Background: an optimization exercise with open tools, aiming at small area. Do not read the settings as production practice.
In this exercise RTL edits were held to simulation tests only and were not proved equivalent to the original.
Power figures rest on the tool's default switching activity, not on a simulated workload.

==> build 36: inputs <==
==> flow/design.v (excerpt) <==
module pipe_top (
  input  logic                            clk,
  input  logic                            rst_n,
  input  logic                            instr_valid,
  input  logic [isa_pkg::INSTR_W-1:0]     instr,
  output logic                            wb_valid,
  output logic [pipe_pkg::REG_ADDR_W-1:0] wb_rd,
  output logic [pipe_pkg::XLEN-1:0]       wb_data
);
export LEC_CHECK = 0
export CAP_MARGIN = 0
export CORE_MARGIN = 2
export CORE_UTILIZATION = 40
export SLEW_MARGIN = 0
create_clock -name core_clock -period 10.0 [get_ports {clk}]
standard.sh (not shown) runs the stock make flow with config.mk's settings and CLKGATE_MAP_FILE= SYNTH_SCRIPT=/design/flow/synth_recipe.tcl, a recipe that flattens the netlist after the stock synthesis.
==> flow/flow/run.sh <==
#!/bin/bash
# Own layout flow: the standard ORFS flow (standard.sh) with these changes
# that only affect how the layout is built:
#  - synthesis is the standard flow's own script (synth_recipe.tcl, sourced unchanged) but
#    Yosys's ABC technology mapping runs an area-oriented script (area.abc),
#    and Yosys's synth skips its quick internal ABC pass (SYNTH_ARGS=-noabc)
#    so the full adders it extracts keep their polarity; registers are mapped
#    before ABC runs, so they are the standard ones
#  - the clock tree uses larger sink clusters (25 flops, 90 um) of clkbuf_16
#    and no dummy loads
#  - power recovery (downsizing gates with positive slack) after global route
#  - port buffers are buf_2 cells (every port still gets its own buffer)
# Every tool's output goes to orfs_make.log here and to orfs/logs/.
set -euo pipefail
W=$PWD
export FLOW_SYNTH_TCL="$W/synth_recipe.tcl"
export AREA_ABC_SCRIPT="$W/flow/area.abc"
export CTS_ARGS="-sink_clustering_enable -repair_clock_nets -dont_use_dummy_load -sink_clustering_size 25 -sink_clustering_max_diameter 90 -buf_list sky130_fd_sc_hd__clkbuf_16"
export RECOVER_POWER=100
export SYNTH_ARGS="-noabc"
export BUFFER_PORTS_ARGS="-buffer_cell sky130_fd_sc_hd__buf_2"
sed "s#SYNTH_SCRIPT=$W/synth_recipe.tcl #SYNTH_SCRIPT=$W/flow/synth_area.tcl #" standard.sh > flow_standard.sh
grep -q "SYNTH_SCRIPT=$W/flow/synth_area.tcl " flow_standard.sh
bash flow_standard.sh > orfs_make.log 2>&1
==> flow/flow/area.abc <==
&get -n
&st
&syn2
&dch
&nf -R 1000
&put
==> flow/flow/synth_area.tcl <==
# The standard flow's synthesis script, unchanged, with ABC's mapping script replaced by
# the area-oriented one in AREA_ABC_SCRIPT
proc abc {args} {
  set i [lsearch -exact $args -script]
  if { $i >= 0 } {
    set args [lreplace $args $i [expr {$i + 1}] -script $::env(AREA_ABC_SCRIPT)]
  }
  yosys abc {*}$args
}
source $::env(FLOW_SYNTH_TCL)
==> build 76: changes against build 36 <==
--- a/flow/flow/run.sh
+++ b/flow/flow/run.sh
@@ -9,5 +9,4 @@
 #  - the clock tree uses larger sink clusters (25 flops, 90 um) of clkbuf_16
 #    and no dummy loads
-#  - power recovery (downsizing gates with positive slack) after global route
 #  - port buffers are buf_2 cells (every port still gets its own buffer)
 # Every tool's output goes to orfs_make.log here and to orfs/logs/.
@@ -17,5 +16,4 @@
 export AREA_ABC_SCRIPT="$W/flow/area.abc"
 export CTS_ARGS="-sink_clustering_enable -repair_clock_nets -dont_use_dummy_load -sink_clustering_size 25 -sink_clustering_max_diameter 90 -buf_list sky130_fd_sc_hd__clkbuf_16"
-export RECOVER_POWER=100
 export SYNTH_ARGS="-noabc"
 export BUFFER_PORTS_ARGS="-buffer_cell sky130_fd_sc_hd__buf_2"
- CAP_MARGIN: 0 -> 20
- CORE_UTILIZATION: 40 -> 45
- SLEW_MARGIN: 0 -> 20
==> build 66: changes against build 36 <==
--- a/flow/flow/run.sh
+++ b/flow/flow/run.sh
@@ -9,5 +9,4 @@
 #  - the clock tree uses larger sink clusters (25 flops, 90 um) of clkbuf_16
 #    and no dummy loads
-#  - power recovery (downsizing gates with positive slack) after global route
 #  - port buffers are buf_2 cells (every port still gets its own buffer)
 # Every tool's output goes to orfs_make.log here and to orfs/logs/.
@@ -17,5 +16,4 @@
 export AREA_ABC_SCRIPT="$W/flow/area.abc"
 export CTS_ARGS="-sink_clustering_enable -repair_clock_nets -dont_use_dummy_load -sink_clustering_size 25 -sink_clustering_max_diameter 90 -buf_list sky130_fd_sc_hd__clkbuf_16"
-export RECOVER_POWER=100
 export SYNTH_ARGS="-noabc"
 export BUFFER_PORTS_ARGS="-buffer_cell sky130_fd_sc_hd__buf_2"
- CAP_MARGIN: 0 -> 20
- SLEW_MARGIN: 0 -> 20
==> notes.md <==
clock buffer count from CTS=about 160; Tapcells=3,705; sequential power share=59.6%; switching fraction of total power=about 26%; Reg2Reg Depth=38; status=complete, no violations; via density per instance=about 7.6; chip height=532 um; Pins Over Slew Limit=0; dpl cells=approximately 15,000; area of the multi-input gates=about 62,000 um^2; routed wl met2=234 mm
[end of results for build 76]
==> notes.md <==
dpl cells=15,500; Violated Checks=max-capacitance violations, max-slew violations, negative setup slack; clock buffer count from CTS=162; Tapcells=about 4,100; Reg2Reg Depth=17; setup slack after layout=-0.480 ns; routed wl met2=235 mm; I/O pins=73; Pins Over Slew Limit=a little under 3,000; Worst path depth=17; via density per instance=roughly 7.4; GR peak layer=met2; area of the multi-input gates=61,800 um^2; status=complete, but fails checks; switching fraction of total power=25.7%; Setup Viol. Count Final=511; Max Cap Violations=105
[end of results for build 36]
==> notes.md <==
status=complete, no violations; Power Sequential=13.0 mW; reg2reg setup slack=around 0.63 ns; via density per instance=7.36; routed wl met2=236 mm; Pins Over Slew Limit=0; Comb power=1.61 mW; clock buffer count from CTS=between 150 and 200; switching fraction of total power=25.7%; Tapcells=4,140; area of the multi-input gates=62,400 um^2; dpl cells=15,500; Reg2Reg Depth=36
[end of results for build 66]

[afterwards: timing with drivers on the ports]
How much do the figures lean on ideal ports? The routed layouts below were timed once more, with nothing changed but the port constraints. Step 1 (the two cells are an assumption about what drives the block):
set clk [get_ports {clk}]
set_driving_cell -lib_cell sky130_fd_sc_hd__clkbuf_16 $clk
set_driving_cell -lib_cell sky130_fd_sc_hd__buf_2 [delete_from_list [all_inputs] $clk]
Step 2, shift: input delay + t, output delay - t, t = (earliest + latest rising clock arrival at the registers) / 2. This alone moves slack from input paths to output paths. a / b / c = ideal ports / drivers / drivers and shift; a / b = the first two.
run | shift t [ns] | setup WS [ns] | clock arrival spread, ns | worst register clock-pin slew, ns | worst slew at a driven data input, ns
build 36 | 0.988 | -0.480 / -0.480 / -1.307 | 0.144 / 0.144 | 0.11 / 0.11 | 0.05
build 76 | 0.952 | 0.587 / 0.587 / 0.587 | 0.147 / 0.146 | 0.11 / 0.11 | 0.09
build 66 | 0.991 | 0.626 / 0.626 / 0.626 | 0.139 / 0.139 | 0.11 / 0.11 | 0.06
The setup slack of build 36, which loses most, moves by 0.000 ns with the drivers and by -0.827 ns with both steps.
